Source: an optimization exercise on an open RTL-to-GDS flow (aim: small area). Production flows keep margins and buffers that such runs may drop.
In this exercise RTL edits were held to simulation tests only and were not proved equivalent to the original.
Power and IR drop assume default switching activity. The flow treats the clock pin as an ideal source, which a real chip does not have.

`flow/run.sh`:
```
#!/bin/bash
# synth_recipe.tcl (not shown) runs the flow's synth.tcl, then flattens the netlist and writes it again
# the make line also repeats each setting of config.mk as NAME=value (left out here)
make -C /OpenROAD-flow-scripts/flow DESIGN_CONFIG=/design/flow/config.mk WORK_HOME=/design/flow/orfs CLKGATE_MAP_FILE= SYNTH_SCRIPT=/design/flow/synth_recipe.tcl finish
```
`flow/config.mk`:
```
export PLATFORM = sky130hd
export DESIGN_NAME = switch_top
export DESIGN_NICKNAME = switch_top
export VERILOG_FILES = /design/flow/design.v
export SDC_FILE = /design/flow/constraint.sdc
export NUM_CORES = 4
export LEC_CHECK = 0
export CAP_MARGIN = 20
export CORE_MARGIN = 2
export CORE_UTILIZATION = 40
export SLEW_MARGIN = 20
```
`flow/constraint.sdc`:
```
create_clock -name core_clock -period 4.5 [get_ports {clk}]
set_input_delay 0.9000 -clock core_clock [delete_from_list [all_inputs] [get_ports {clk}]]
set_output_delay 0.9000 -clock core_clock [all_outputs]
set_load 0.01 [all_outputs]
```
`flow/design.v`:
```
package switch_cfg_pkg;
	parameter int WORD_W = 10;   
	parameter int DEST_W = 2;    
	parameter int NPORTS = 4;    
	parameter int DEPTH_DEFAULT = 8;    
	parameter int AF_THR_DEFAULT = 6;   
endpackage
package switch_types_pkg;
	parameter int WORD_W = 10;
	parameter int DEST_W = 2;
	parameter int NPORTS = 4;
	typedef logic [WORD_W-1:0] word_t;       
	typedef logic [DEST_W-1:0] dest_t;       
	typedef logic [NPORTS-1:0] port_vec_t;   
	typedef logic [7:0]        thr_t;        
	typedef enum logic [1:0] {
		ST_RESET,    
		ST_INIT,     
		ST_IDLE,     
		ST_ACTIVE    
	} ctrl_state_t;
	typedef struct packed {
		word_t [NPORTS-1:0] head;    
		port_vec_t          empty;   
	} ingress_stat_t;
	typedef struct packed {
		port_vec_t push;   
		word_t     word;   
	} xfer_t;
endpackage
`timescale 1ns/100ps
module switch_top (
	input  logic        clk,
	input  logic        arst_n,
	input  logic        init,
	input  logic [7:0]  thr_in,
	input  logic [3:0]  in_push,
	input  logic [39:0] in_word,
	output logic [3:0]  in_full,
	input  logic [3:0]  out_pop,
	output logic [39:0] out_word,
	output logic [3:0]  out_empty,
	output logic [3:0]  eg_afull,
	output logic [1:0]  state
);
	localparam logic [1:0] ST_RESET  = 2'd0;
	localparam logic [1:0] ST_INIT   = 2'd1;
	localparam logic [1:0] ST_IDLE   = 2'd2;
	localparam logic [1:0] ST_ACTIVE = 2'd3;
	logic [9:0] imem [4][8];
	logic [3:0] icnt [4];
	logic [2:0] irp  [4];
	logic [3:0] iempty;
	logic [3:0] ipop;
	logic [9:0] ihead [4];
	for (genvar i = 0; i < 4; i++) begin : g_in
		logic [2:0] wp;
		logic       wr;
		assign wp        = irp[i] + icnt[i][2:0];
		assign wr        = in_push[i] && !icnt[i][3];
		assign iempty[i] = (icnt[i] == 4'd0);
		assign in_full[i] = icnt[i][3];
		assign ihead[i]  = imem[i][irp[i]];
		always_ff @(posedge clk) begin
			if (wr) imem[i][wp] <= in_word[10*i +: 10];
		end
		always_ff @(posedge clk) begin
			if (ipop[i]) irp[i] <= irp[i] + 3'd1;
		end
		always_ff @(posedge clk or negedge arst_n) begin
			if (!arst_n) begin
				icnt[i] <= 4'd0;
			end else if (wr && !ipop[i]) begin
				icnt[i] <= icnt[i] + 4'd1;
			end else if (ipop[i] && !wr) begin
				icnt[i] <= icnt[i] - 4'd1;
			end
		end
	end
	logic       go;
	logic [9:0] xword;
	logic [3:0] xpush;
	assign go = state[1] && !(|eg_afull);   
	assign ipop[0] = go && !iempty[0];
	assign ipop[1] = go && iempty[0] && !iempty[1];
	assign ipop[2] = go && iempty[0] && iempty[1] && !iempty[2];
	assign ipop[3] = go && iempty[0] && iempty[1] && iempty[2] && !iempty[3];
	always_comb begin
		if (!iempty[0])      xword = ihead[0];
		else if (!iempty[1]) xword = ihead[1];
		else if (!iempty[2]) xword = ihead[2];
		else                 xword = ihead[3];
	end
	for (genvar e = 0; e < 4; e++) begin : g_xp
		assign xpush[e] = (|ipop) && (xword[9:8] == 2'(e));
	end
	logic [7:0] emem [4][8];
	logic [3:0] ecnt [4];
	logic [2:0] erp  [4];
	logic [3:0] thr;
	for (genvar e = 0; e < 4; e++) begin : g_eg
		logic [2:0] wp;
		logic       wr;
		logic       rd;
		assign wp           = erp[e] + ecnt[e][2:0];
		assign wr           = xpush[e] && !ecnt[e][3];
		assign rd           = out_pop[e] && !out_empty[e];
		assign out_empty[e] = (ecnt[e] == 4'd0);
		assign eg_afull[e]  = (ecnt[e] >= thr);
		assign out_word[10*e +: 10] = {2'(e), emem[e][erp[e]]};
		always_ff @(posedge clk) begin
			if (wr) emem[e][wp] <= xword[7:0];
		end
		always_ff @(posedge clk) begin
			if (rd) erp[e] <= erp[e] + 3'd1;
		end
		always_ff @(posedge clk or negedge arst_n) begin
			if (!arst_n) begin
				ecnt[e] <= 4'd0;
			end else if (wr && !rd) begin
				ecnt[e] <= ecnt[e] + 4'd1;
			end else if (rd && !wr) begin
				ecnt[e] <= ecnt[e] - 4'd1;
			end
		end
	end
	logic [1:0] state_nxt;
	always_comb begin
		case (state)
			ST_RESET:  state_nxt = ST_INIT;
			ST_INIT:   state_nxt = ST_IDLE;   
			ST_IDLE:   state_nxt = (&iempty) ? ST_IDLE : ST_ACTIVE;
			default:   state_nxt = ((&iempty) && (&out_empty)) ? ST_IDLE : ST_ACTIVE;
		endcase
		if (init) state_nxt = ST_INIT;
	end
	always_ff @(posedge clk or negedge arst_n) begin
		if (!arst_n) begin
			state <= ST_RESET;
		end else begin
			state <= state_nxt;
		end
	end
	always_ff @(posedge clk or negedge arst_n) begin
		if (!arst_n) begin
			thr <= 4'd6;
		end else if (state == ST_INIT && init) begin
			thr <= (thr_in > 8'd9) ? 4'd9 : thr_in[3:0];
		end
	end
endmodule
```
==> summary.md, run 1 <==
| Metric | Value |
|---|---|
| Final TNS setup | 0 ps |
| Core Area | 66,800 µm² |
| GRT Resource Usage Total | 16.65% |
| Post-synthesis compound-gate area fraction | 2.295% |
| Skew final | 26.99 ps |
| Post-Syn Area | 26,880 µm² |
| Drt wl/cell | 21.88 µm |
| Largest net degree at the start of global routing | 39 |
| RePlAce Congestion | 0.8213 |
| Post-Synth XOR/XNOR Area | 2.085% |
| CTS H-tree depth | 3 |
| Power density over the cells | 631.1 nW/µm² |
| Post-DP HPWL | 37.96 mm |
| R2R cell count | 16 |
| Row count | 95 |
| Crit end category | register |
| R2R Setup Slk | 290 ps |
| FF-to-FF Start | irp[2][1] |
| Final ANT Viol Nets | 0 |
| Maximum buffer depth of the clock tree | 3 |
| Post-Place Cells | 2,449 |
| FMAX | 237.6 MHz |
| Netlist cell types | 60 |
| Synth Flop Type | edfxtp_1 |
| Setup slack after layout | 291.4 ps |
| Vias per inst | 5.240 |
| Post-synthesis mux area share | 14.96% |
| DRC | 0 |
| Via Count | 13,470 |
| Final Slew Violations | 0 |
| Pre-CTS setup slack | 209.6 ps |
| Post-Synth Simple-Gate Area | 4.077% |
| Critical path type | reg2reg |
| Fin. Hold Viols | 0 |
| Detailed-route wire length | 56.25 mm |
| Setup repair after global routing missed its margin | false |
| Post-Layout Cell Count | 2,571 |
| Crit path launch type | register |
| Post-CTS Setup Bufs | 0 |
| Slew @ Worst Pin | 1065 ps |
| Synth Instances | 1,415 |
| Layout Area Growth over Synthesis | 18.47% |
| First DRT Iteration DRCs | 865 |
| Min cycle time layout | 4209 ps |
| GR Overflow Total | 0 |
| Async SR Flop Fraction | 5.901% |
| Io pins | 113 |
| Hold WS | 284.4 ps |
| Synthesized area per cell | 19.00 µm² |
| CTS tree | yes |
| Worst vdd ir | 0.0005096 V |
| Drt pass-1 iters | 7 |
| Width of the chip | 263.2 µm |
| CTS sink cnt | 644 |
| Vias in the first global route | 14,290 |
| HP Class | in2async |
| Hold_buf cts | 0 |
| Die Area | 69,290 µm² |
| Buffers on Ports | 104 |
| Largest family of logic cells by synthesized area | multiplexers |
| Clock Latency Late Sink | 610 ps |
| Layout Utilization | 47.67% |
| Initial antenna violation count | 2 |
| Sequential share of the synthesized area | 71.02% |
| #FFs+latches synth | 644 |
| Initial core utilization | 40.24% |
| Status | no timing/DRC/antenna violations |
| # setup viols final | 0 |
| Diodes inserted | 0 |
| Max_cap viols | 0 |
| CTS clk-pin slew, worst paths | 60 ps |
| Adder-cell share of the synthesized area | 3.798% |
| Reg2reg end | ecnt[3][3] |
| Max-Slew Margin vs Limit | 28.32% |
| Critical Path RT | 4990 ps |
| Final Cycle Share | 93.52% |
| Leakage | 10.73 nW |
| Die height | 263.2 µm |
| CTS Buf Count | 68 |
| CTS Root Cell | clkbuf_16 |
| Crit path DAT | 4700 ps |
| Post-synth EDFFs | 600 |
| First-pass GRT wire length | 86.83 mm |
| Synth warn | 6 |
| Layout cells sized above 1 | 25.21% |
| Final nets | 1,777 |
| CP max FO | 10 |
## critical path, cell delays in order (launching register included)
cell and delay (ps):
edfxtp_1 670, mux2i_1 160, mux4_2 490, a222oi_1 390, buf_4 200, a21oi_1 100, or3_4 380, or3_1 370
inv_1 70, ha_1 180, inv_1 90, ha_1 280, a21o_1 180, a21oi_1 190, xnor2_1 140, nor2_1 70
xor2_1 140
## through the flow
step                      total power (W)  area [µm²]
final                             0.02010       31850
after global routing              0.02110       31850
after CTS                         0.02033       31830
after detailed placement          0.01479       29640
after global placement            0.01461       29640
after floorplan                   0.01220       26900
## per-layer routing
metal / global-route usage [%] / share of wire [%]
met1: 21.50 / 42
met5: 0 / 0.048
met4: 5.359 / 2.8
met3: 3.526 / 5.0
met2: 28.22 / 50
## timing repair
item / CTS / global route
setup endpoints to repair: 0 / 62
endpoints found under the hold margin: 0 / 0
gates resized for setup: 0 / 3
## synthesized netlist by cell type, drive strengths merged, types with 2 or more instances
| master | number | area share [%] |
|---|---|---|
| edfxtp | 600 | 67 |
| mux4 | 137 | 11 |
| ha | 56 | 2.6 |
| nor3 | 51 | 1.1 |
| nor2 | 49 | 0.69 |
| mux2i | 45 | 1.7 |
| mux2 | 43 | 1.8 |
| inv | 40 | 0.56 |
| xnor2 | 40 | 1.3 |
| dfrtp | 36 | 3.4 |
| nand2 | 36 | 0.50 |
| buf | 35 | 0.74 |
| clkbuf | 32 | 0.45 |
| o21ai | 32 | 0.60 |
| xor2 | 24 | 0.78 |
| a211oi | 21 | 0.59 |
| fa | 16 | 1.2 |
| nor2b | 14 | 0.33 |
| nor4 | 14 | 0.37 |
| a21oi | 13 | 0.24 |
| nand2b | 12 | 0.28 |
| a21o | 8 | 0.22 |
| nand3 | 8 | 0.15 |
| or3 | 7 | 0.18 |
| dfxtp | 6 | 0.45 |
| or4 | 4 | 0.11 |
| a221o | 3 | 0.12 |
| a221oi | 3 | 0.14 |
| nand3b | 3 | 0.084 |
| nand4 | 3 | 0.070 |
| or3b | 3 | 0.098 |
| conb | 2 | 0.028 |
| dfstp | 2 | 0.20 |
## where the power goes
group          internal [W]  switching [W]  leakage (nW)  total [W]
combinational       0.00249        0.00346          3.76    0.00595
clock               0.00327        0.00223          1.06    0.00550
sequential          0.00806       0.000581          5.91    0.00864
total                0.0138        0.00628          10.7     0.0201
## cell usage in the layout (no fill, tap or decap), types with 4 or more instances in the layout
master           netlist  final
nor2_1                48     48
xor2_1                24     24
buf_4                 12    119
clkinv_1               0     10
mux4_2               137    137
a21oi_1               13     13
nor3_2                 7      8
nand2_1               36     36
xnor2_1               40     40
conb_1                 2      8
inv_6                  0      5
dfxtp_1                6      6
o21ai_0               32     24
bufinv_16              0      8
clkbuf_1              32     15
a21o_1                 8      8
mux2i_1               45     45
o21ai_2                0      8
clkbuf_16              0     68
dfrtp_1               36     36
nor2b_1               14     14
nand2b_1              12     12
fa_1                  16     16
ha_1                  56     56
nand3_1                8      8
inv_1                 40     40
clkdlybuf4s50_1        0    103
a211oi_1              21     21
nor4_1                12     11
edfxtp_1             600    600
or3_1                  6      6
nor3_1                44     43
clkinv_2               0      9
clkinvlp_4             0      4
mux2_2                43     43
## registers in the layout (all words and copies together) (netlist names), named ones only
register	count
imem	320
emem	256
ecnt	16
icnt	16
erp	12
irp	12
thr	4
state	2
## worst max-delay path by stage
stage	start	end	slack, ps
6_report	irp[2][1]	ecnt[3][3]	290
3_5_place_dp	thr[1]	ecnt[3][3]	210
3_3_place_gp	thr[1]	ecnt[3][3]	210
5_1_grt	thr[2]	ecnt[3][3]	30
2_1_floorplan	ecnt[2][0]	emem[28][0]	300
4_1_cts	thr[1]	ecnt[3][3]	170
## cell families after synthesis
logic type                 after synthesis
DFF                                    644
xor gates and xnor gates                64
AOI/OAI and AO/OA                       92
other                                    2
buffers and inverters                  107
muxes                                  225
and+or+nand+nor                        209
adders and majority gates               72
## cell type report
| type | instances | area (µm²) |
|---|---|---|
| timing repair buffer | 222 | 1924 |
| clock buffer | 84 | 1772 |
| clock inverter | 38 | 421.7 |
| tap | 873 | 1092 |
| sequential | 644 | 19090 |
| fill | 5582 | 34950 |
| multi-input combinational | 670 | 7396 |
| inverter | 40 | 150.1 |
==> inputs of run 2 (changes only) <==
--- a/flow/design.v
+++ b/flow/design.v
@@ -48,5 +48,5 @@
 	localparam logic [1:0] ST_IDLE   = 2'd2;
 	localparam logic [1:0] ST_ACTIVE = 2'd3;
-	logic [9:0] imem [4][8];
+	logic [7:0][9:0] imem [4];
 	logic [3:0] icnt [4];
 	logic [2:0] irp  [4];
@@ -61,7 +61,14 @@
 		assign iempty[i] = (icnt[i] == 4'd0);
 		assign in_full[i] = icnt[i][3];
-		assign ihead[i]  = imem[i][irp[i]];
+		logic [7:0] rsel;
+		assign rsel = 8'd1 << irp[i];
+		always_comb begin
+			ihead[i] = 10'd0;
+			for (int k = 0; k < 8; k++) ihead[i] = ihead[i] | ({10{rsel[k]}} & imem[i][k]);
+		end
 		always_ff @(posedge clk) begin
-			if (wr) imem[i][wp] <= in_word[10*i +: 10];
+			for (int k = 0; k < 8; k++) begin
+				if (wr && wp == 3'(k)) imem[i][k] <= in_word[10*i +: 10];
+			end
 		end
 		always_ff @(posedge clk) begin
@@ -95,5 +102,5 @@
 		assign xpush[e] = (|ipop) && (xword[9:8] == 2'(e));
 	end
-	logic [7:0] emem [4][8];
+	logic [7:0][7:0] emem [4];
 	logic [3:0] ecnt [4];
 	logic [2:0] erp  [4];
@@ -108,7 +115,16 @@
 		assign out_empty[e] = (ecnt[e] == 4'd0);
 		assign eg_afull[e]  = (ecnt[e] >= thr);
-		assign out_word[10*e +: 10] = {2'(e), emem[e][erp[e]]};
+		logic [7:0] rsel;
+		logic [7:0] head;
+		assign rsel = 8'd1 << erp[e];
+		always_comb begin
+			head = 8'd0;
+			for (int k = 0; k < 8; k++) head = head | ({8{rsel[k]}} & emem[e][k]);
+		end
+		assign out_word[10*e +: 10] = {2'(e), head};
 		always_ff @(posedge clk) begin
-			if (wr) emem[e][wp] <= xword[7:0];
+			for (int k = 0; k < 8; k++) begin
+				if (wr && wp == 3'(k)) emem[e][k] <= xword[7:0];
+			end
 		end
 		always_ff @(posedge clk) begin
==> flow/flow/run.sh (new file) <==
#!/bin/bash
# Layout flow: the standard ORFS flow (standard.sh, unchanged synthesis),
# with three layout options changed:
#  - port buffers use the smallest buffer, sky130_fd_sc_hd__buf_1;
#  - CTS clusters up to 30 sinks within 80 um and inserts no dummy loads.
# The full make output goes to flow_make.log in this folder.
set -euo pipefail
bash standard.sh \
	"BUFFER_PORTS_ARGS=-buffer_cell sky130_fd_sc_hd__buf_1" \
	"CTS_ARGS=-sink_clustering_enable -repair_clock_nets -dont_use_dummy_load -sink_clustering_size 30 -sink_clustering_max_diameter 80" \
	finish > flow_make.log 2>&1
==> flow/standard.sh (new file) <==
#!/bin/bash
# synth_recipe.tcl (not shown) runs the flow's synth.tcl, then flattens the netlist and writes it again
# the make line also repeats each setting of config.mk as NAME=value (left out here)
make -C /OpenROAD-flow-scripts/flow DESIGN_CONFIG=/design/flow/config.mk WORK_HOME=/design/flow/orfs CLKGATE_MAP_FILE= SYNTH_SCRIPT=/design/flow/synth_recipe.tcl "${@:-finish}"
--- a/flow/config.mk
+++ b/flow/config.mk
@@ -6,6 +6,6 @@
 export NUM_CORES = 4
 export LEC_CHECK = 0
-export CAP_MARGIN = 20
+export CAP_MARGIN = 0
 export CORE_MARGIN = 2
 export CORE_UTILIZATION = 40
-export SLEW_MARGIN = 20
+export SLEW_MARGIN = 0
removed: flow/run.sh
==> run 2 against run 1 <==
Via count up 9.3%. Count of clock-buffer cells in the layout down 54. Still clean on timing, DRC and antenna. Setup slack better by 65 ps. Final area down 9.5%. Sequential share of layout area up 5.9 points. Clock skew up 25 ps. Routed wire length up 4.0%. Hold slack better by 90 ps. Highest routed layer unchanged.
==> summary.md, run 2 <==
| Metric | Value |
|---|---|
| Largest net degree at the start of global routing | 39 (unchanged) |
| Row count | 93 (-2.1%) |
| GR Overflow Total | 0 (unchanged) |
| Worst vdd ir | 0.0003237 V (-36%) |
| Leakage | 9.548 nW (-11%) |
| Largest area contributor in the netlist | edfxtp_1 |
| Clock Latency Late Sink | 620 ps (about the same) |
| Crit path launch type | register |
| Largest register FFs | 320 (unchanged) |
| Final nets | 1,902 (+7.0%) |
| Synth Instances | 1,582 (+12%) |
| Post-synth top cells | edfxtp_1, a222oi_1, ha_1, nand2_1, nor3_1 |
| Final TNS setup | 0 ps (unchanged) |
| Post-Layout Cell Count | 2,584 (+0.51%) |
| Io pins | 113 (unchanged) |
| Most frequent cells in the layout | edfxtp_1, a222oi_1, buf_1 |
| Critical Path RT | 4950 ps (-40 ps) |
| First-pass GRT wire length | 89.81 mm (+3.4%) |
| Final Cycle Share | 92.07% (-1.5 points) |
| Synthesized area per cell | 16.57 µm² (-13%) |
| Async SR Flop Fraction | 5.956% (+0.055 points) |
| Post-Place Cells | 2,554 (+4.3%) |
| Worst path max stage delay | 530 ps (-140 ps) |
| CP most frequent cell | ha_1 |
| Core Area | 64,580 µm² (-3.3%) |
| Max-Slew Margin vs Limit | 23.92% (-4.4 points) |
| #FFs+latches synth | 638 (-0.93%) |
| CTS sink cnt | 638 (-0.93%) |
| Drt wl/cell | 22.64 µm (+3.5%) |
| Post-DP HPWL | 39.57 mm (+4.2%) |
| Via Count | 14,730 (+9.3%) |
| Post-CTS Setup Bufs | 0 (unchanged) |
| Skew final | 51.52 ps (+24.54 ps) |
| CTS clk-pin slew, worst paths | 100 ps (+40 ps) |
| GRT Resource Usage Total | 17.20% (+0.55 points) |
| R2R Setup Slk | 360 ps (+70 ps) |
| DRC | 0 (unchanged) |
| CTS tree | yes |
| FF-to-FF Start | ecnt[0][0] |
| Initial antenna violation count | 7 (+5) |
| Power density over the cells | 560.5 nW/µm² (-11%) |
| Final Slew Violations | 0 (unchanged) |
| Width of the chip | 260.0 µm (-1.2%) |
| Biggest regs | imem (320), emem (256) |
| Synth top area share | 68.75% (+1.7 points) |
| Vias in the first global route | 14,890 (+4.2%) |
| Register bank with the most flops | imem |
| Crit-path cells | inv_1 > ha_1 > nand2b_1 > a2111oi_1 > nor3_1 > nor4_2 > buf_4 > or4b_1 > nor2_1 > ha_1 > inv_1 > ha_1 > a21o_1 > a21oi_1 > xnor2_1 > nor2_1 > xor2_1 |
| Critical path type | reg2reg |
| Fin. Hold Viols | 0 (unchanged) |
| Fillers | 5,656 (+1.3%) |
| First DRT Iteration DRCs | 1,801 (+110%) |
| Top post-synthesis cells by area | edfxtp_1, ha_1, a222oi_1 |
| CTS Root Cell | clkbuf_16 |
| # setup viols final | 0 (unchanged) |
| Crit end category | register |
| Drt pass-1 iters | 9 (+2) |
| Die Area | 67,580 µm² (-2.5%) |
| Post-synth EDFFs | 600 (unchanged) |
| Vias per inst | 5.699 (+8.8%) |
| Initial core utilization | 40.58% (+0.34 points) |
| Maximum buffer depth of the clock tree | 3 (unchanged) |
| Max_cap viols | 0 (unchanged) |
| CP max FO | 6 (-4) |
| Reg2reg end | ecnt[3][3] |
| Buffers on Ports | 104 (unchanged) |
| Layout Area Growth over Synthesis | 9.983% |
| HP Class | in2async |
| Setup repair after global routing missed its margin | false |
| Detailed-route wire length | 58.50 mm (+4.0%) |
| Post-Syn Area | 26,210 µm² (-2.5%) |
| Crit path DAT | 4590 ps (-110 ps) |
| Sequential share of the synthesized area | 72.39% (+1.4 points) |
| Final ANT Viol Nets | 0 (unchanged) |
| Top delay family on crit path | simple AND/OR/NAND/NOR gates |
| CTS Buf Count | 30 (-56%) |
| Most common cell after layout, fill and taps aside | edfxtp_1 |
| Slew @ Worst Pin | 1137 ps (+71.58 ps) |
| Die height | 260.0 µm (-1.2%) |
| Min cycle time layout | 4143 ps (-65.26 ps) |
| Synth Flop Type | edfxtp_1 |
| Synth warn | 8 (+2) |
| Status | no timing/DRC/antenna violations |
| FMAX | 241.4 MHz (+1.6%) |
| Diodes inserted | 0 (unchanged) |
| Top-count cell post-synth | edfxtp_1 |
| CTS H-tree depth | 1 (-2) |
| Layout cells sized above 1 | 10.47% (-15 points) |
| R2R cell count | 17 (+1) |
| RePlAce Congestion | 0.8144 (-0.84%) |
| Slowest cell on crit path | or4b_1 |
| Netlist cell types | 61 (+1.7%) |
| Layout Utilization | 44.63% (-3.0 points) |
| Buffers plus inverters on the worst setup path | 3 (unchanged) |
## run 2: worst max path at each step
stage | to | from | slack, ps | cells after the start
global placement | ecnt[0][3] | ecnt[0][0] | 410 | 16
global route | ecnt[3][3] | ecnt[2][0] | 20 | 17
floorplan | ecnt[3][3] | irp[3][2] | 610 | 19
finish | ecnt[3][3] | ecnt[0][0] | 360 | 17
CTS | ecnt[3][3] | ecnt[0][0] | 340 | 17
detailed placement | ecnt[0][3] | ecnt[0][0] | 370 | 16
## run 2: logic make-up (layout without fill, tap and decap cells)
logic type                 after synthesis  count (layout)  synth area share [%]
xor gates and xnor gates                53              53                 1.771
buffers and inverters                  138             279                 2.191
and+or+nand+nor                        258             258                 4.813
adders and majority gates              112             112                 5.806
other                                    2               8               0.02866
DFF                                    638             638                 72.39
muxes                                   71              71                 2.893
AOI/OAI and AO/OA                      310             310                 10.11
## run 2: power by group
group	switching (W)	internal (W)	total, W
registers	0.000461	0.00774	0.00820
clock network	0.00167	0.00119	0.00286
logic	0.00327	0.00182	0.00510
total	0.00541	0.0107	0.0162
## run 2: repair_timing
item	in CTS	in global routing
hold buffers	0	0
resized for setup	0	2
endpoints found under the setup margin	0	2
## run 2: layout make-up
| class | count | area, µm² | area share (%) |
|---|---|---|---|
| Sequential cell | 638 | 18970 | 65.82 |
| Multi-Input combinational cell | 812 | 6773 | 23.50 |
| Tap cell | 855 | 1070 | 3.712 |
| Timing Repair Buffer | 190 | 1037 | 3.599 |
| Clock buffer | 30 | 750.7 | 2.605 |
| Inverter | 59 | 221.5 | 0.7684 |
## run 2: routing by layer
| layer | vias up | track usage [%] | wire length, µm |
|---|---|---|---|
| li1 | 6674 | - | - |
| met1 | 7500 | 24.01 | 25640 |
| met2 | 460 | 28.53 | 28020 |
| met3 | 79 | 2.700 | 3549 |
| met4 | 14 | 3.592 | 1206 |
| met5 | - | 0 | 92 |
## run 2: stage by stage
stage	hold slack, ps	worst slack [ps]	cell area, µm²	power (W)
final	374.6	356.7	28820	0.01616
after CTS	395.0	344.4	28820	0.01632
after global routing	399.6	18.16	28820	0.01708
after detailed placement	505.8	373.8	28070	0.01348
after floorplan	479.0	608.0	26230	0.01152
after global placement	497.6	412.2	28070	0.01331
==> inputs of run 3 (changes only) <==
==> flow/flow/run.sh (replaced) <==
#!/bin/bash
# Layout flow: the standard ORFS flow (standard.sh) with these changes.
#  Synthesis: synth_recipe.tcl as given, except that ORFS's synth.tcl runs ABC
#    with the area-oriented script abc_area.script (in this folder) and
#    ADDER_MAP_FILE is empty, so adders are left to ABC. The Yosys front end,
#    flip-flop mapping, flattening and renaming are unchanged, so the registers
#    are the standard synthesis's.
#  Placement: port buffers use sky130_fd_sc_hd__buf_1.
#  CTS: sinks clustered up to 30 within 80 um, no dummy loads.
# SLEW_MARGIN and CAP_MARGIN come from config.mk.
# Each tool's full output: flow_make.log (make and all ORFS steps; ORFS also
# keeps per-step logs under orfs/logs).
set -euo pipefail
here=$(pwd)
fl="$here/flow"
# ORFS synth.tcl with the ABC script swapped
sed 's|^  log_cmd abc {\*}\$abc_args$|  lset abc_args 1 $::env(FLOW_ABC_SCRIPT)\n  log_cmd abc {*}$abc_args|' \
	"$FLOW_HOME/scripts/synth.tcl" > "$here/synth_area.tcl"
grep -q FLOW_ABC_SCRIPT "$here/synth_area.tcl"
# synth_recipe.tcl, sourcing that copy instead of ORFS's synth.tcl
sed 's|source \$::env(SCRIPTS_DIR)/synth.tcl|source '"$here"'/synth_area.tcl|' \
	"$here/synth_recipe.tcl" > "$here/synth_wrap.tcl"
grep -q synth_area.tcl "$here/synth_wrap.tcl"
export FLOW_ABC_SCRIPT="$fl/abc_area.script"
bash standard.sh \
	"SYNTH_SCRIPT=$here/synth_wrap.tcl" \
	"ADDER_MAP_FILE=" \
	"BUFFER_PORTS_ARGS=-buffer_cell sky130_fd_sc_hd__buf_1" \
	"CTS_ARGS=-sink_clustering_enable -repair_clock_nets -dont_use_dummy_load -sink_clustering_size 30 -sink_clustering_max_diameter 80" \
	finish > flow_make.log 2>&1
==> flow/flow/abc_area.script (new file) <==
&get -n
&st
&dch -f
&nf -R 1000 -p
&st
&dch -f
&nf -R 1000 -p
&st
&dch -f
&nf -R 1000 -p
&st
&dch -f
&nf -R 1000 -p
&put
buffer -c
topo
stime -c
dnsize -c
==> run 3 against run 2 <==
Clock skew rose by 17 ps. Still clean on timing, DRC and antenna. Hold slack worse by 43 ps. Clock power about the same. Sequential share of layout area increased by 3.3 points. Critical path depth down 3.
==> summary.md, run 3 <==
| Metric | Value |
|---|---|
| Status | no timing/DRC/antenna violations |
| Crit end category | register |
| Critical path type | reg2reg |
| Final Slew Violations | 0 (unchanged) |
| Top-count cell post-synth | edfxtp_1 |
| Skew final | 68.54 ps (+17.02 ps) |
| Die height | 253.5 µm (-2.5%) |
| R2R cell count | 14 (-3) |
| Synth warn | 8 (unchanged) |
| Drt pass-1 iters | 9 (unchanged) |
| Final Cycle Share | 88.78% (-3.3 points) |
| Layout Utilization | 44.57% (-0.059 points) |
| Initial core utilization | 40.41% (-0.17 points) |
| Synth Flop Type | edfxtp_1 |
| Slew @ Worst Pin | 1291 ps (+154.2 ps) |
| FF-to-FF Start | icnt[2][0] |
| Worst vdd ir | 0.0003452 V (+6.6%) |
| FMAX | 250.3 MHz (+3.7%) |
| Biggest regs | imem (320), emem (256) |
| Min cycle time layout | 3995 ps (-148.1 ps) |
| Drt wl/cell | 23.32 µm (+3.0%) |
| Layout Area Growth over Synthesis | 10.31% |
| Via Count | 14,500 (-1.5%) |
| Layout cells sized above 1 | 7.884% (-2.6 points) |
| Largest net degree at the start of global routing | 39 (unchanged) |
| Most common cell after layout, fill and taps aside | edfxtp_1 |
| Vias in the first global route | 14,450 (-2.9%) |
| CTS tree | yes |
| Setup repair after global routing missed its margin | false |
| Power density over the cells | 479.3 nW/µm² (-14%) |
| # setup viols final | 0 (unchanged) |
| CP max FO | 7 (+1) |
| CTS Buf Count | 30 (unchanged) |
| Post-synth EDFFs | 600 (unchanged) |
| Async SR Flop Fraction | 5.956% (unchanged) |
| Width of the chip | 253.5 µm (-2.5%) |
| CTS Root Cell | clkbuf_16 |
| Largest register FFs | 320 (unchanged) |
| Synthesized area per cell | 15.82 µm² (-4.5%) |
| Synth Instances | 1,573 (-0.57%) |
| DRC | 0 (unchanged) |
| Maximum buffer depth of the clock tree | 3 (unchanged) |
| Crit path launch type | register |
| Fin. Hold Viols | 0 (unchanged) |
| Sequential share of the synthesized area | 76.22% (+3.8 points) |
| RePlAce Congestion | 0.8201 (+0.70%) |
| Clock Latency Late Sink | 630 ps (about the same) |
| Hold_buf cts | 0 (unchanged) |
| Post-CTS Setup Bufs | 0 (unchanged) |
| HP Class | in2async |
| Critical Path RT | 5000 ps (+50 ps) |
| Leakage | 8.677 nW (-9.1%) |
| Crit path DAT | 4490 ps (-100 ps) |
| Final ANT Viol Nets | 0 (unchanged) |
| Max_cap viols | 0 (unchanged) |
| CTS H-tree depth | 1 (unchanged) |
| Netlist cell types | 44 (-28%) |
| Post-synth top cells | edfxtp_1, a222oi_1, nor2_1, nand2_1, a22oi_1 |
| CTS sink cnt | 638 (unchanged) |
| Crit. Startpoint | icnt[2][0] |
| Fillers | 5,415 (-4.3%) |
| Met1 Usage GRT | 24.72% (+0.70 points) |
| Detailed-route wire length | 59.76 mm (+2.2%) |
| #FFs+latches synth | 638 (unchanged) |
| Post-DP HPWL | 38.84 mm (-1.9%) |
| Row count | 91 (-2.2%) |
| Largest area contributor in the netlist | edfxtp_1 |
| CTS clk-pin slew, worst paths | 110 ps (about the same) |
| Die Area | 64,240 µm² (-4.9%) |
| First-pass GRT wire length | 89.09 mm (-0.80%) |
| GR Util met2 | 30.85% (+2.3 points) |
| GR peak layer | met2 |
| GR Overflow Total | 0 (unchanged) |
| M3 GR Usage | 3.083% (+0.38 points) |
| Max-Slew Margin vs Limit | 13.61% (-10 points) |
| Synth top area share | 72.39% (+3.6 points) |
| First DRT Iteration DRCs | 1,853 (+2.9%) |
| Most frequent cells in the layout | edfxtp_1, a222oi_1, nor2_1, buf_1, buf_4 |
| Post-Syn Area | 24,890 µm² (-5.0%) |
| Core Area | 61,600 µm² (-4.6%) |
| Register bank with the most flops | imem |
| Final nets | 1,786 (-6.1%) |
| Buffers on Ports | 104 (unchanged) |
| Top post-synthesis cells by area | edfxtp_1, a222oi_1, dfrtp_1 |
| R2R Setup Slk | 500 ps (+150 ps) |
| GRT Resource Usage Total | 18.39% (+1.2 points) |
| Initial antenna violation count | 6 (-1) |
| Reg2reg end | ecnt[0][2] |
| Final TNS setup | 0 ps (unchanged) |
| Io pins | 113 (unchanged) |
| # resized after CTS | 0 (unchanged) |
| Vias per inst | 5.657 (-0.74%) |
## run 3: kinds of logic (layout without fill, tap and decap cells)
kind of cell / after synthesis / after routing / synth area share [%]
other: 2 / 9 / 0.03017
DFF: 638 / 638 / 76.22
AOI/OAI and AO/OA: 344 / 344 / 10.85
and+or+nand+nor: 388 / 388 / 7.661
buffers and inverters: 102 / 248 / 1.719
xor gates and xnor gates: 91 / 91 / 3.202
adders and majority gates: 8 / 8 / 0.3217
## run 3: layout make-up
| cell class | instances | area [µm²] | area share, % |
|---|---|---|---|
| Sequential cell | 638 | 18970 | 69.10 |
| Multi-Input combinational cell | 839 | 5530 | 20.14 |
| Timing Repair Buffer | 193 | 1060 | 3.860 |
| Tap cell | 837 | 1047 | 3.814 |
| Clock buffer | 30 | 750.7 | 2.734 |
| Inverter | 25 | 93.84 | 0.3418 |
| Antenna cell | 1 | 2.502 | 0.009115 |
## run 3: routing by layer
layer  vias up  share of wire [%]
li1       6587                  -
met1      7257                 41
met2       562                 49
met3        83                7.6
met4        10                2.3
met5         -               0.11
## run 3: critical path, cell delays in order, from the launching register on
cell	delay [ps]
dfrtp_1	480
or4_1	700
a221oi_1	290
nand3_1	120
a31oi_1	260
a31oi_1	130
nand2b_1	210
or3_1	400
nor2_1	370
xnor2_1	220
nand2_1	110
o21ai_0	110
xor2_1	170
nor2_1	80
a21oi_1	180
## run 3: worst max-delay path by stage
| stage | endpoint | slack [ps] | cells after the start |
|---|---|---|---|
| floorplan | ecnt[2][2] | 1060 | 16 |
| global placement | ecnt[0][2] | 730 | 17 |
| detailed placement | ecnt[0][2] | 610 | 14 |
| CTS | ecnt[0][2] | 460 | 14 |
| global route | ecnt[0][2] | 160 | 17 |
| finish | ecnt[0][2] | 500 | 14 |
## run 3: report_power, final
group	leakage, nW	switching (W)	internal (W)	total [W]
registers	5.85	0.000416	0.00702	0.00743
logic	2.45	0.00182	0.00104	0.00286
clock network	0.370	0.00168	0.00118	0.00287
total	8.68	0.00392	0.00924	0.0132
## run 3: metrics by stage
| step | power, W | cell area (µm²) | setup WS (ps) | cells | hold slack [ps] |
|---|---|---|---|---|---|
| 2_1_floorplan | 0.009379 | 24910 | 1056 | 1579 | 495.0 |
| 3_3_place_gp | 0.01035 | 26700 | 732.8 | 2532 | 538.2 |
| 3_5_place_dp | 0.01043 | 26700 | 610.1 | 2532 | 560.6 |
| 4_1_cts | 0.01326 | 27450 | 461.7 | 2562 | 349.5 |
| 5_1_grt | 0.01378 | 27460 | 155.5 | 2563 | 367.1 |
| 6_report | 0.01316 | 27460 | 504.8 | 2563 | 331.5 |
==> inputs of run 4 (changes only) <==
--- a/flow/design.v
+++ b/flow/design.v
@@ -73,13 +73,11 @@
 		end
 		always_ff @(posedge clk) begin
-			if (ipop[i]) irp[i] <= irp[i] + 3'd1;
+			irp[i] <= irp[i] + 3'(ipop[i]);
 		end
 		always_ff @(posedge clk or negedge arst_n) begin
 			if (!arst_n) begin
 				icnt[i] <= 4'd0;
-			end else if (wr && !ipop[i]) begin
-				icnt[i] <= icnt[i] + 4'd1;
-			end else if (ipop[i] && !wr) begin
-				icnt[i] <= icnt[i] - 4'd1;
+			end else begin
+				icnt[i] <= icnt[i] + {{3{ipop[i] && !wr}}, wr ^ ipop[i]};   
 			end
 		end
@@ -114,5 +112,6 @@
 		assign rd           = out_pop[e] && !out_empty[e];
 		assign out_empty[e] = (ecnt[e] == 4'd0);
-		assign eg_afull[e]  = (ecnt[e] >= thr);
+		assign eg_afull[e]  = ecnt[e][3] ? !(thr[3] && thr[0])
+		                                 : (!thr[3] && (ecnt[e][2:0] >= thr[2:0]));
 		logic [7:0] rsel;
 		logic [7:0] head;
@@ -129,13 +128,11 @@
 		end
 		always_ff @(posedge clk) begin
-			if (rd) erp[e] <= erp[e] + 3'd1;
+			erp[e] <= erp[e] + 3'(rd);
 		end
 		always_ff @(posedge clk or negedge arst_n) begin
 			if (!arst_n) begin
 				ecnt[e] <= 4'd0;
-			end else if (wr && !rd) begin
-				ecnt[e] <= ecnt[e] + 4'd1;
-			end else if (rd && !wr) begin
-				ecnt[e] <= ecnt[e] - 4'd1;
+			end else begin
+				ecnt[e] <= ecnt[e] + {{3{rd && !wr}}, wr ^ rd};   
 			end
 		end
--- a/flow/flow/run.sh
+++ b/flow/flow/run.sh
@@ -7,6 +7,6 @@
 #    are the standard synthesis's.
 #  Placement: port buffers use sky130_fd_sc_hd__buf_1.
-#  CTS: sinks clustered up to 30 within 80 um, no dummy loads.
-# SLEW_MARGIN and CAP_MARGIN come from config.mk.
+#  CTS: sinks clustered up to 30 within 100 um, no dummy loads.
+# SLEW_MARGIN, CAP_MARGIN, CORE_UTILIZATION and PLACE_DENSITY come from config.mk.
 # Each tool's full output: flow_make.log (make and all ORFS steps; ORFS also
 # keeps per-step logs under orfs/logs).
@@ -27,4 +27,4 @@
 	"ADDER_MAP_FILE=" \
 	"BUFFER_PORTS_ARGS=-buffer_cell sky130_fd_sc_hd__buf_1" \
-	"CTS_ARGS=-sink_clustering_enable -repair_clock_nets -dont_use_dummy_load -sink_clustering_size 30 -sink_clustering_max_diameter 80" \
+	"CTS_ARGS=-sink_clustering_enable -repair_clock_nets -dont_use_dummy_load -sink_clustering_size 30 -sink_clustering_max_diameter 100" \
 	finish > flow_make.log 2>&1
==> flow/flow/abc_area.script (replaced) <==
&get -n
&st
&dch
&nf -R 1000 -p
&st
&dch
&nf -R 1000 -p
&st
&dch
&nf -R 1000 -p
&st
&dch
&nf -R 1000 -p
&put
buffer -c
topo
stime -c
dnsize -c
--- a/flow/config.mk
+++ b/flow/config.mk
@@ -8,4 +8,5 @@
 export CAP_MARGIN = 0
 export CORE_MARGIN = 2
-export CORE_UTILIZATION = 40
+export CORE_UTILIZATION = 70
+export PLACE_DENSITY = 0.85
 export SLEW_MARGIN = 0
==> run 4 against run 3 <==
Still clean on timing, DRC and antenna. Die area down 43%. Clock skew down 14 ps. Flip-flop and latch count unchanged. Sequential power up 18%. Hold slack better by 150 ps. Critical path depth down 6. Area after synthesis down 0.84%. Critical endpoint is now emem[2][40].
==> summary.md, run 4 <==
| Metric | Value |
|---|---|
| Most common cell after layout, fill and taps aside | edfxtp_1 |
| CTS H-tree depth | 1 (unchanged) |
| # resized after CTS | 0 (unchanged) |
| Clock power share | 15.3% (-6.5 points) |
| GR Overflow Total | 0 (unchanged) |
| Crit path DAT | 4340 ps (-150 ps) |
| Vias in the first global route | 14,310 (-0.96%) |
| Crit path launch type | register |
| Largest area contributor in the netlist | edfxtp_1 |
| Post-CTS Setup Bufs | 0 (unchanged) |
| Die Area | 36,780 µm² (-43%) |
| Async SR Flop Fraction | 5.956% (unchanged) |
| Drt wl/cell | 26.60 µm (+14%) |
| Buffers on Ports | 104 (unchanged) |
| DP Area | 25,700 µm² (-3.8%) |
| Slowest cell on crit path | or4_1 |
| Tot Pwr | 0.01699 W (+29%) |
| CTS tree | yes |
| Biggest regs | imem (320), emem (256) |
| CP most frequent cell | a21oi_1 |
| Status | no timing/DRC/antenna violations |
| Worst path max stage delay | 840 ps (+140 ps) |
| Post-synth EDFFs | 576 (-4.0%) |
| Register bank with the most flops | imem |
| Min cycle time layout | 4136 ps (+141.1 ps) |
| Slew @ Worst Pin | 1306 ps (+15.13 ps) |
| Max_cap viols | 0 (unchanged) |
| Worst vdd ir | 0.0004420 V (+28%) |
| Die height | 191.8 µm (-24%) |
| #FFs+latches synth | 638 (unchanged) |
| Vias per inst | 7.007 (+24%) |
| First DRT Iteration DRCs | 2,210 (+19%) |
| CTS Buf Count | 25 (-17%) |
| Fin. Hold Viols | 0 (unchanged) |
| Seq pwr share | 51.4% (-5.1 points) |
| Largest register FFs | 320 (unchanged) |
| Drt pass-1 iters | 10 (+1) |
| Critical path type | reg2reg |
| Largest net degree at the start of global routing | 39 (unchanged) |
| Clock Latency Late Sink | 580 ps (-50 ps) |
| Initial antenna violation count | 3 (-3) |
| P_sw | 0.006077 W (+55%) |
| GRT Resource Usage Total | 30.77% (+12 points) |
| Final TNS setup | 0 ps (unchanged) |
| Power density over the cells | 645.1 nW/µm² (+35%) |
| Final Slew Violations | 0 (unchanged) |
| Hold_buf cts | 0 (unchanged) |
| Detailed-route wire length | 56.37 mm (-5.7%) |
| Buffers plus inverters on the worst setup path | 0 (unchanged) |
| Max-Slew Margin vs Limit | 12.59% (-1.0 points) |
| DRC | 0 (unchanged) |
| Sequential share of the synthesized area | 75.89% (-0.33 points) |
| Final Cycle Share | 91.92% (+3.1 points) |
| RePlAce Congestion | 0.8530 (+4.0%) |
| Critical Path RT | 4710 ps (-290 ps) |
| Top post-synthesis cells by area | edfxtp_1, a222oi_1, dfrtp_1 |
| Top-count cell post-synth | edfxtp_1 |
| Skew final | 54.99 ps (-13.55 ps) |
| CTS clk-pin slew, worst paths | 110 ps (about the same) |
| Via Count | 14,850 (+2.4%) |
| Layout cells sized above 1 | 5.546% (-2.3 points) |
| Final ANT Viol Nets | 0 (unchanged) |
| Hold WS | 484.1 ps (+152.7 ps) |
| CTS sink cnt | 638 (unchanged) |
| First-pass GRT wire length | 83.68 mm (-6.1%) |
| Post-Syn Area | 24,680 µm² (-0.84%) |
| Cell-internal power | 0.01091 W (+18%) |
| CP max FO | 13 (+6) |
| Width of the chip | 191.8 µm (-24%) |
| Synthesized area per cell | 15.86 µm² (+0.24%) |
| Setup repair after global routing missed its margin | false |
| Initial core utilization | 71.27% (+31 points) |
| Io pins | 113 (unchanged) |
| Crit end category | register |
| Row count | 68 (-25%) |
| Synth top area share | 70.08% (-2.3 points) |
| Top delay family on crit path | simple AND/OR/NAND/NOR gates |
| Net Sw Frac | 35.77% (+6.0 points) |
| Final nets | 1,720 (-3.7%) |
| FMAX | 241.8 MHz (-3.4%) |
| Combinational power share | 33.3% (+12 points) |
| Post-synth top cells | edfxtp_1, a222oi_1, nor2_1, xnor2_1 |
| Final Instance Area | 26,330 µm² (-4.1%) |
| Synth Flop Type | edfxtp_1 |
| Crit-path cells | or4_1 > a21oi_1 > nand3_1 > a21oi_1 > a211o_1 > or3b_2 > or2_2 > nor2_1 |
| Most frequent cells in the layout | edfxtp_1, nor2_1, a222oi_1 |
| Core Area | 34,630 µm² (-44%) |
| Synth Instances | 1,556 (-1.1%) |
| HP Class | in2async |
| # setup viols final | 0 (unchanged) |
| Post-DP HPWL | 36.81 mm (-5.2%) |
| Pre-CTS setup slack | 527.8 ps (-82.37 ps) |
| Setup slack after layout | 363.7 ps (-141.1 ps) |
| CTS Root Cell | clkbuf_16 |
| Netlist cell types | 46 (+4.5%) |
| Synth warn | 8 (unchanged) |
| Fillers | 1,964 (-64%) |
| Layout Area Growth over Synthesis | 6.697% |
| Leakage | 8.415 nW (-3.0%) |
| Maximum buffer depth of the clock tree | 3 (unchanged) |
run 4: changes by cell type after synthesis, sizes merged, moves of 8 or more:
cell	change
a31oi	-9
and3b	+16
buf	+8
dfxtp	+24
edfxtp	-24
nand2	-19
nor2	+8
o21ai	-13
xnor2	+16
xor2	-12
run 4: cell type report:
class | instances | area (µm²) | area share (%)
Sequential cell | 638 | 18730 | 71.13
Tap cell | 455 | 569.3 | 2.162
Multi-Input combinational cell | 822 | 5558 | 21.11
Timing Repair Buffer | 153 | 759.5 | 2.884
Clock buffer | 25 | 625.6 | 2.376
Antenna cell | 5 | 12.51 | 0.04751
Inverter | 21 | 78.83 | 0.2993
run 4: cell families after synthesis:
group                      after synthesis  synth area share, %
xor gates and xnor gates                95                3.371
and+or+nand+nor                        388                8.030
AOI/OAI and AO/OA                      322                10.58
adders and majority gates                7               0.2839
DFF                                    638                75.89
muxes                                    2              0.08111
buffers and inverters                  102                1.734
other                                    2              0.03043
run 4: metrics by stage:
stage	utilization, %	instances
3_3_place_gp	74.21	2089
6_report	76.05	2119
4_1_cts	76.01	2114
3_5_place_dp	74.21	2089
5_1_grt	76.01	2114
2_1_floorplan	-	1562
run 4: path summary, 6_finish.rpt:
check | end | slack, ps | depth (start not counted) | start
worst min-delay path | icnt[2][1] | 480 | 1 | arst_n
max in group asynchronous | icnt[0][0] | 3340 | 1 | arst_n
worst min register to register | icnt[1][0] | 570 | 1 | icnt[1][0]
worst max register to register | emem[2][40] | 360 | 8 | icnt[2][0]
min in group core_clock | ecnt[1][3] | 530 | 2 | out_pop[1]
worst max-delay path | emem[2][40] | 360 | 8 | icnt[2][0]
run 4: worst reg2reg max path, cell delays in order (launching register included):
cell,delay (ps)
dfrtp_1,470
or4_1,840
a21oi_1,230
nand3_1,130
a21oi_1,380
a211o_1,210
or3b_2,520
or2_2,360
nor2_1,630
run 4: power by group through the flow:
| stage | Clock [W] | Combinational (W) | Sequential, W |
|---|---|---|---|
| 2_1_floorplan | 0 | 0.00376 | 0.00845 |
| 3_3_place_gp | 0 | 0.00534 | 0.00879 |
| 3_5_place_dp | 0 | 0.00555 | 0.00885 |
| 4_1_cts | 0.00259 | 0.00558 | 0.00872 |
| 5_1_grt | 0.00277 | 0.00607 | 0.00882 |
| 6_report | 0.00260 | 0.00565 | 0.00874 |
run 4: routing by layer:
metal | share of wire, % | global-route usage [%]
met2 | 49 | 50.31
met5 | 0 | 0
met1 | 36 | 42.41
met3 | 11 | 4.751
met4 | 3.7 | 12.07
==> inputs of run 5 (changes only) <==
--- a/flow/design.v
+++ b/flow/design.v
@@ -69,5 +69,5 @@
 		always_ff @(posedge clk) begin
 			for (int k = 0; k < 8; k++) begin
-				if (wr && wp == 3'(k)) imem[i][k] <= in_word[10*i +: 10];
+				if (!icnt[i][3] && wp == 3'(k)) imem[i][k] <= in_word[10*i +: 10];
 			end
 		end
@@ -124,5 +124,5 @@
 		always_ff @(posedge clk) begin
 			for (int k = 0; k < 8; k++) begin
-				if (wr && wp == 3'(k)) emem[e][k] <= xword[7:0];
+				if (!ecnt[e][3] && wp == 3'(k)) emem[e][k] <= xword[7:0];
 			end
 		end
==> flow/flow/abc_area.script (replaced) <==
strash
dch -f
amap
strash
dch -f
amap
strash
dch -f
amap
strash
dch -f
amap
buffer -c
topo
stime -c
dnsize -c
==> run 5 against run 4 <==
Clock power barely moved. Routed wire length rose by 3.8%. Clock skew rose by 7.7 ps. Flip-flop and latch count did not move. Critical path type unchanged. Largest cell class unchanged. Power rose by 8.6%. Synthesized cell count rose by 3.0%.
==> summary.md, run 5 <==
| Metric | Value |
|---|---|
| Most frequent cells in the layout | edfxtp_1, nor2_1, a222oi_1 |
| Io pins | 113 (unchanged) |
| Setup repair after global routing missed its margin | false |
| Top-count cell post-synth | edfxtp_1 |
| Largest family of logic cells by synthesized area | compound AO/OA/AOI/OAI gates |
| Layout cells sized above 1 | 5.708% (+0.16 points) |
| Netlist cell types | 44 (-4.3%) |
| HP Class | in2async |
| Final Instance Area | 26,230 µm² (-0.40%) |
| FMAX | 250.2 MHz (+3.5%) |
| Post-Synth XOR/XNOR Area | 0% (-3.4 points) |
| Initial antenna violation count | 7 (+4) |
| RePlAce Congestion | 0.8877 (+4.1%) |
| Synth Flop Type | edfxtp_1 |
| Status | no timing/DRC/antenna violations |
| Final Cycle Share | 88.81% (-3.1 points) |
| Fin. Hold Viols | 0 (unchanged) |
| CTS H-tree depth | 1 (unchanged) |
| First DRT Iteration DRCs | 2,916 (+32%) |
| Via Count | 15,810 (+6.5%) |
| CTS Root Cell | clkbuf_16 |
| CTS sink cnt | 638 (unchanged) |
| Critical Path RT | 4990 ps (+280 ps) |
| Post-Synth Simple-Gate Area | 7.629% (-0.40 points) |
| DP Area | 25,570 µm² (-0.48%) |
| Sequential share of the synthesized area | 77.01% (+1.1 points) |
| Largest register FFs | 320 (unchanged) |
| CTS clk-pin slew, worst paths | 120 ps (about the same) |
| First-pass GRT wire length | 88.38 mm (+5.6%) |
| #FFs+latches synth | 638 (unchanged) |
| Post-synthesis compound-gate area fraction | 12.80% (+2.2 points) |
| Register bank with the most flops | imem |
| Final nets | 1,813 (+5.4%) |
| Slew @ Worst Pin | 1287 ps (-19.17 ps) |
| Top post-synthesis cells by area | edfxtp_1, a222oi_1, dfrtp_1 |
| Post-synthesis mux area share | 0% (-0.081 points) |
| GR Overflow Total | 0 (unchanged) |
| Row count | 68 (unchanged) |
| Detailed-route wire length | 58.53 mm (+3.8%) |
| Final TNS setup | 0 ps (unchanged) |
| Clock Latency Late Sink | 590 ps (about the same) |
| Synthesized area per cell | 15.17 µm² (-4.3%) |
| Die Area | 36,250 µm² (-1.4%) |
| GRT Resource Usage Total | 32.38% (+1.6 points) |
| Biggest regs | imem (320), emem (256) |
| Width of the chip | 190.4 µm (-0.72%) |
| Post-Place Cells | 2,182 (+4.5%) |
| Synth top area share | 71.11% (+1.0 points) |
| Drt wl/cell | 26.44 µm (-0.62%) |
| Skew final | 62.74 ps (+7.744 ps) |
| Post-DP HPWL | 38.61 mm (+4.9%) |
| Post-synth top cells | edfxtp_1, nor2_1, a222oi_1, inv_1, nand2_1 |
| CP max FO | 8 (-5) |
| Max_cap viols | 0 (unchanged) |
| Crit end category | register |
| Post-synth EDFFs | 576 (unchanged) |
| Pre-CTS setup slack | 454.8 ps (-72.98 ps) |
| Hold_buf cts | 0 (unchanged) |
| Core Area | 34,370 µm² (-0.74%) |
| Leakage | 8.558 nW (+1.7%) |
| Crit path launch type | register |
| Critical path type | reg2reg |
| Crit path DAT | 4480 ps (+140 ps) |
| Power density over the cells | 703.1 nW/µm² (+9.0%) |
| CTS tree | yes |
| Drt pass-1 iters | 9 (-1) |
| Vias per inst | 7.141 (+1.9%) |
| Buffers on Ports | 104 (unchanged) |
| Final Slew Violations | 0 (unchanged) |
| Largest net degree at the start of global routing | 39 (unchanged) |
| Initial core utilization | 70.76% (-0.52 points) |
| Async SR Flop Fraction | 5.956% (unchanged) |
| Most common cell after layout, fill and taps aside | edfxtp_1 |
| Die height | 190.4 µm (-0.72%) |
| Setup slack after layout | 503.4 ps (+139.7 ps) |
| Max-Slew Margin vs Limit | 13.88% (+1.3 points) |
| Largest area contributor in the netlist | edfxtp_1 |
| Maximum buffer depth of the clock tree | 3 (unchanged) |
| Layout Utilization | 76.31% (+0.26 points) |
| # setup viols final | 0 (unchanged) |
| Synth Instances | 1,603 (+3.0%) |
| Post-Layout Cell Count | 2,214 (+4.5%) |
| Post-Syn Area | 24,320 µm² (-1.5%) |
| Layout Area Growth over Synthesis | 7.840% |
| Final ANT Viol Nets | 0 (unchanged) |
| Min cycle time layout | 3997 ps (-139.7 ps) |
| Worst vdd ir | 0.0004371 V (-1.1%) |
| Synth warn | 8 (unchanged) |
| CTS Buf Count | 25 (unchanged) |
| Vias in the first global route | 15,410 (+7.6%) |
| DRC | 0 (unchanged) |
| Adder-cell share of the synthesized area | 0% (-0.28 points) |
run 5: path summary, 6_finish.rpt:
| path | slack, ps | endpoint | cells after the start | start |
|---|---|---|---|---|
| setup / recovery | 500 | ecnt[3][2] | 14 | irp[3][1] |
| max in group asynchronous | 3290 | state[0] | 1 | arst_n |
| hold reg to reg | 580 | erp[3][2] | 1 | erp[3][2] |
| hold / removal | 520 | icnt[2][2] | 1 | arst_n |
| min in group core_clock | 520 | thr[1] | 3 | thr_in[1] |
| setup reg to reg | 500 | ecnt[3][2] | 14 | irp[3][1] |
run 5: kinds of logic after synthesis:
family	count (synthesis)
AOI/OAI and AO/OA	409
and+or+nand+nor	405
buffers and inverters	149
DFF	638
other	2
run 5: where the power goes:
part,total (W),switching (W),internal [W]
Sequential,0.00970,0.000685,0.00902
Combinational,0.00612,0.00452,0.00161
Clock,0.00262,0.00162,0.00100
Total,0.0184,0.00682,0.0116
run 5: area by class of cell:
cell class / instances / area [µm²]
antenna: 7 / 17.52
timing repair buffer: 156 / 782.0
fill: 1922 / 8144
inverter: 111 / 416.7
multi-input combinational: 822 / 5087
sequential: 638 / 18730
tap: 455 / 569.3
clock buffer: 25 / 625.6
run 5: per-stage QoR:
stage / hold slack, ps / total power, W
2_1_floorplan: 522.2 / 0.01323
3_3_place_gp: 516.3 / 0.01536
3_5_place_dp: 548.6 / 0.01576
4_1_cts: 513.0 / 0.01828
5_1_grt: 529.2 / 0.01924
6_report: 515.4 / 0.01844
run 5: timing repair:
item / 4_1_cts / 5_1_grt
setup buffers: 0 / 0
setup endpoints to repair: 0 / 3
resized for setup: 0 / 3
run 5: critical path: stages (launching register included):
cell and delay, ps:
dfxtp_1 410, nor3_1 790, a222oi_1 250, and3_1 210, a31oi_1 330, nand2_1 110, a31oi_1 310, inv_1 90
nor4_1 440, nor2_1 200, a22oi_1 310, nand2_1 150, o21a_1 160, nand2_1 70, o21ai_0 80
run 5: metal layers:
layer	GRT usage [%]	up-vias	wire, µm
met1	43.93	7694	20600
met4	12.08	2	2284
li1	-	6772	-
met3	5.429	188	6597
met5	0	-	8
met2	53.73	1154	29050
==> inputs of run 6 (changes only) <==
--- a/flow/flow/run.sh
+++ b/flow/flow/run.sh
@@ -8,4 +8,6 @@
 #  Placement: port buffers use sky130_fd_sc_hd__buf_1.
 #  CTS: sinks clustered up to 30 within 100 um, no dummy loads.
+#  Global route: RECOVER_POWER=100 lets repair_timing downsize gates off the
+#    critical paths.
 # SLEW_MARGIN, CAP_MARGIN, CORE_UTILIZATION and PLACE_DENSITY come from config.mk.
 # Each tool's full output: flow_make.log (make and all ORFS steps; ORFS also
@@ -28,3 +30,4 @@
 	"BUFFER_PORTS_ARGS=-buffer_cell sky130_fd_sc_hd__buf_1" \
 	"CTS_ARGS=-sink_clustering_enable -repair_clock_nets -dont_use_dummy_load -sink_clustering_size 30 -sink_clustering_max_diameter 100" \
+	"RECOVER_POWER=100" \
 	finish > flow_make.log 2>&1
==> run 6 against run 5 <==
The layout now fails its checks (max-capacitance violations, max-slew violations). Via count is 0.34% higher. Area after synthesis stayed put. Setup slack worse by 230 ps. Count of clock-buffer cells in the layout unchanged. Flip-flop and latch count unchanged. Utilization decreased by 0.14 points. Critical path depth fell by 8. Non-clock buffer count is the same. Hold slack gained 13 ps. Clock skew up 1.5 ps. Final area is 0.18% lower. Critical endpoint is now emem[2][27]. Largest cell class unchanged. Largest power group unchanged. Highest routed layer unchanged.
==> summary.md, run 6 <==
| Metric | Value |
|---|---|
| P_sw | 0.006806 W (-0.18%) |
| Most common cell after layout, fill and taps aside | edfxtp_1 |
| Clock power share | 14.2% (about the same) |
| # setup viols final | 0 (unchanged) |
| Min cycle time layout | 4222 ps (+225.7 ps) |
| CTS clk-pin slew, worst paths | 110 ps (about the same) |
| Most frequent cells in the layout | edfxtp_1, nor2_1, a222oi_1 |
| Critical path type | reg2reg |
| Vias per inst | 7.162 (+0.29%) |
| Synth Flop Type | edfxtp_1 |
| Vias in the first global route | 15,410 (unchanged) |
| Final Instance Area | 26,180 µm² (-0.18%) |
| Status | complete, but fails checks |
| Worst vdd ir | 0.0004412 V (+0.94%) |
| CTS H-tree depth | 1 (unchanged) |
| DP Area | 25,570 µm² (unchanged) |
| Die Area | 36,250 µm² (unchanged) |
| Io pins | 113 (unchanged) |
| Crit path launch type | register |
| Fin. Hold Viols | 0 (unchanged) |
| Register bank with the most flops | imem |
| Setup slack after layout | 277.7 ps (-225.7 ps) |
| First-pass GRT wire length | 88.38 mm (unchanged) |
| Final TNS setup | 0 ps (unchanged) |
| Final Cycle Share | 93.83% (+5.0 points) |
| Layout Area Growth over Synthesis | 7.645% |
| Post-DP HPWL | 38.61 mm (unchanged) |
| Final Slew Violations | 72 (+72) |
| CTS Buf Count | 25 (unchanged) |
| Die height | 190.4 µm (unchanged) |
| Clock Latency Late Sink | 590 ps (about the same) |
| Buffers on Ports | 104 (unchanged) |
| Crit. Startpoint | icnt[2][3] |
| Top post-synthesis cells by area | edfxtp_1, a222oi_1, dfrtp_1 |
| Seq pwr share | 52.9% (+0.3 points) |
| Initial core utilization | 70.76% (unchanged) |
| #FFs+latches synth | 638 (unchanged) |
| FMAX | 236.8 MHz (-5.3%) |
| Top-count cell post-synth | edfxtp_1 |
| Post-synth EDFFs | 576 (unchanged) |
| Detailed-route wire length | 58.61 mm (+0.14%) |
| Largest area contributor in the netlist | edfxtp_1 |
| Post-synth top cells | edfxtp_1, nor2_1, a222oi_1, inv_1, nand2_1 |
| Width of the chip | 190.4 µm (unchanged) |
| Layout cells sized above 1 | 5.080% (-0.63 points) |
| Multi-input logic area | 5066 µm² (-0.42%) |
| DRC | 0 (unchanged) |
| CTS Root Cell | clkbuf_16 |
| Max-Slew Margin vs Limit | -61.82% (-76 points) |
| Max_cap viols | 2 (+2) |
| HP Class | in2reg |
| Synth Instances | 1,603 (unchanged) |
| Pre-CTS setup slack | 454.8 ps (unchanged) |
| Hold_buf cts | 0 (unchanged) |
| Setup repair after global routing missed its margin | false |
| Via Count | 15,860 (+0.34%) |
| Leakage | 8.536 nW (-0.26%) |
| Synthesized area per cell | 15.17 µm² (unchanged) |
| Synth top area share | 71.11% (unchanged) |
| First DRT Iteration DRCs | 2,933 (+0.58%) |
| Final ANT Viol Nets | 0 (unchanged) |
| CTS tree | yes |
| Violated checks | max-capacitance violations, max-slew violations |
| RePlAce Congestion | 0.8877 (unchanged) |
| Final nets | 1,813 (unchanged) |
| Drt wl/cell | 26.46 µm (about the same) |
| Largest register FFs | 320 (unchanged) |
| Biggest regs | imem (320), emem (256) |
| FF-to-FF Start | icnt[2][3] |
| Maximum buffer depth of the clock tree | 3 (unchanged) |
| CP max FO | 32 (+24) |
| Drt pass-1 iters | 12 (+3) |
| Net Sw Frac | 36.99% (about the same) |
| Crit end category | register |
| CTS sink cnt | 638 (unchanged) |
| Hold WS | 528.5 ps (+13.16 ps) |
| FF/Latch Area | 18,730 µm² (unchanged) |
| Cell-internal power | 0.01159 W (-0.27%) |
| Combinational power share | 32.9% (-0.3 points) |
| Power density over the cells | 702.8 nW/µm² (about the same) |
| Critical Path RT | 4620 ps (-370 ps) |
| Synth warn | 8 (unchanged) |
| Hold Path Origin | thr_in[1] |
| Core Area | 34,370 µm² (unchanged) |
| Largest net degree at the start of global routing | 39 (unchanged) |
| Initial antenna violation count | 7 (unchanged) |
| Slew @ Worst Pin | 2427 ps (+1140 ps) |
| Row count | 68 (unchanged) |
| Async SR Flop Fraction | 5.956% (unchanged) |
| Fillers | 1,934 (+0.62%) |
| Skew final | 64.26 ps (+1.526 ps) |
| Sequential share of the synthesized area | 77.01% (unchanged) |
| Netlist cell types | 44 (unchanged) |
| Crit path DAT | 4350 ps (-130 ps) |
| GRT Resource Usage Total | 32.38% (unchanged) |
| GR Overflow Total | 0 (unchanged) |
| Post-Syn Area | 24,320 µm² (unchanged) |
## run 6: changes by cell type in the layout (fill, tap and decap cells not counted), sizes merged
cell,delta
diode,+1
buf,-49
clkbuf,+49
## run 6: worst paths after layout
kind                               end  slack (ps)  depth (start not counted)
hold / removal                  thr[1]         530                          3
min in group asynchronous   icnt[1][3]        1040                          1
setup reg to reg           emem[2][27]         280                          6
max in group asynchronous   ecnt[0][3]        2070                          1
hold reg to reg              erp[3][2]         580                          1
setup / recovery           emem[2][27]         280                          6
## run 6: logic make-up after synthesis
logic type,after synthesis,share of synthesized area (%)
and+or+nand+nor,405,7.629
DFF,638,77.01
AOI/OAI and AO/OA,409,12.80
other,2,0.03088
buffers and inverters,149,2.531
## run 6: critical path, cell delays in order (launching register included)
cell and delay [ps]:
dfrtp_1 460, nor4_1 890, buf_4 350, a221oi_1 90, a311oi_1 470, o32a_1 230, clkbuf_1 1260
## run 6: metal layers
| metal | routed length (µm) | track usage (%) |
|---|---|---|
| met5 | 9 | 0 |
| met4 | 2554 | 12.08 |
| met3 | 6732 | 5.429 |
| met2 | 29010 | 53.73 |
| met1 | 20300 | 43.93 |
## run 6: final cells by class
class,instances,area share (%)
Antenna cell,8,0.07646
Timing Repair Buffer,156,2.877
Clock buffer,25,2.389
Sequential cell,638,71.54
Tap cell,455,2.174
Inverter,111,1.591
Multi-Input combinational cell,822,19.35
## run 6: per-stage QoR
step           power [W]  utilization, %  cells
2_1_floorplan    0.01323               -   1609
3_3_place_gp     0.01536           74.40   2182
3_5_place_dp     0.01576           74.40   2182
4_1_cts          0.01828           76.22   2207
5_1_grt          0.01920           76.13   2210
6_report         0.01840           76.17   2215
## run 6: power groups by stage
stage	sequential, W	combinational [W]	clock [W]
floorplan	0.00950	0.00372	0
global placement	0.00968	0.00568	0
detailed placement	0.00980	0.00596	0
CTS	0.00967	0.00600	0.00261
global route	0.00985	0.00655	0.00281
finish	0.00973	0.00605	0.00262
## run 6: what timing repair did
action	in CTS	in global routing
endpoints found under the setup margin	0	3
buffers inserted	0	0
resized for setup	0	3

==> separate check: timing with driven ports <==
The flow's constraints put no driver on any port. The routed layouts listed below were extracted and timed again, unchanged, in two steps.
Step 1, drivers: a clkbuf_16 drives clk and a buf_2 each remaining input, both assumed.
Step 2 adds t to the input delays and takes it off the output delays; t is the mean of the earliest and latest rising clock arrival at the registers after step 1. Input paths then give back, and output paths get back, about the clock's delay inside the block.
a / b / c = ideal ports / drivers / drivers and shift; a / b = the first two.
run	t, ns	setup WS [ns]	hold slack, ns	latest minus earliest clock arrival (ns)	pins driven straight from the clock port
run 1	0.655	0.291 / 0.291 / 0.291	0.284 / 0.258 / 0.548	0.030 / 0.030	1
run 2	0.649	0.357 / 0.357 / 0.357	0.375 / 0.340 / 0.531	0.055 / 0.055	1
run 3	0.651	0.505 / 0.505 / 0.505	0.331 / 0.298 / 0.577	0.069 / 0.069	1
run 4	0.607	0.364 / 0.364 / 0.364	0.484 / 0.455 / 0.570	0.058 / 0.058	1
run 5	0.615	0.503 / 0.503 / 0.503	0.515 / 0.493 / 0.584	0.065 / 0.065	1
run 6	0.613	0.278 / 0.278 / 0.278	0.529 / 0.545 / 0.582	0.067 / 0.067	1
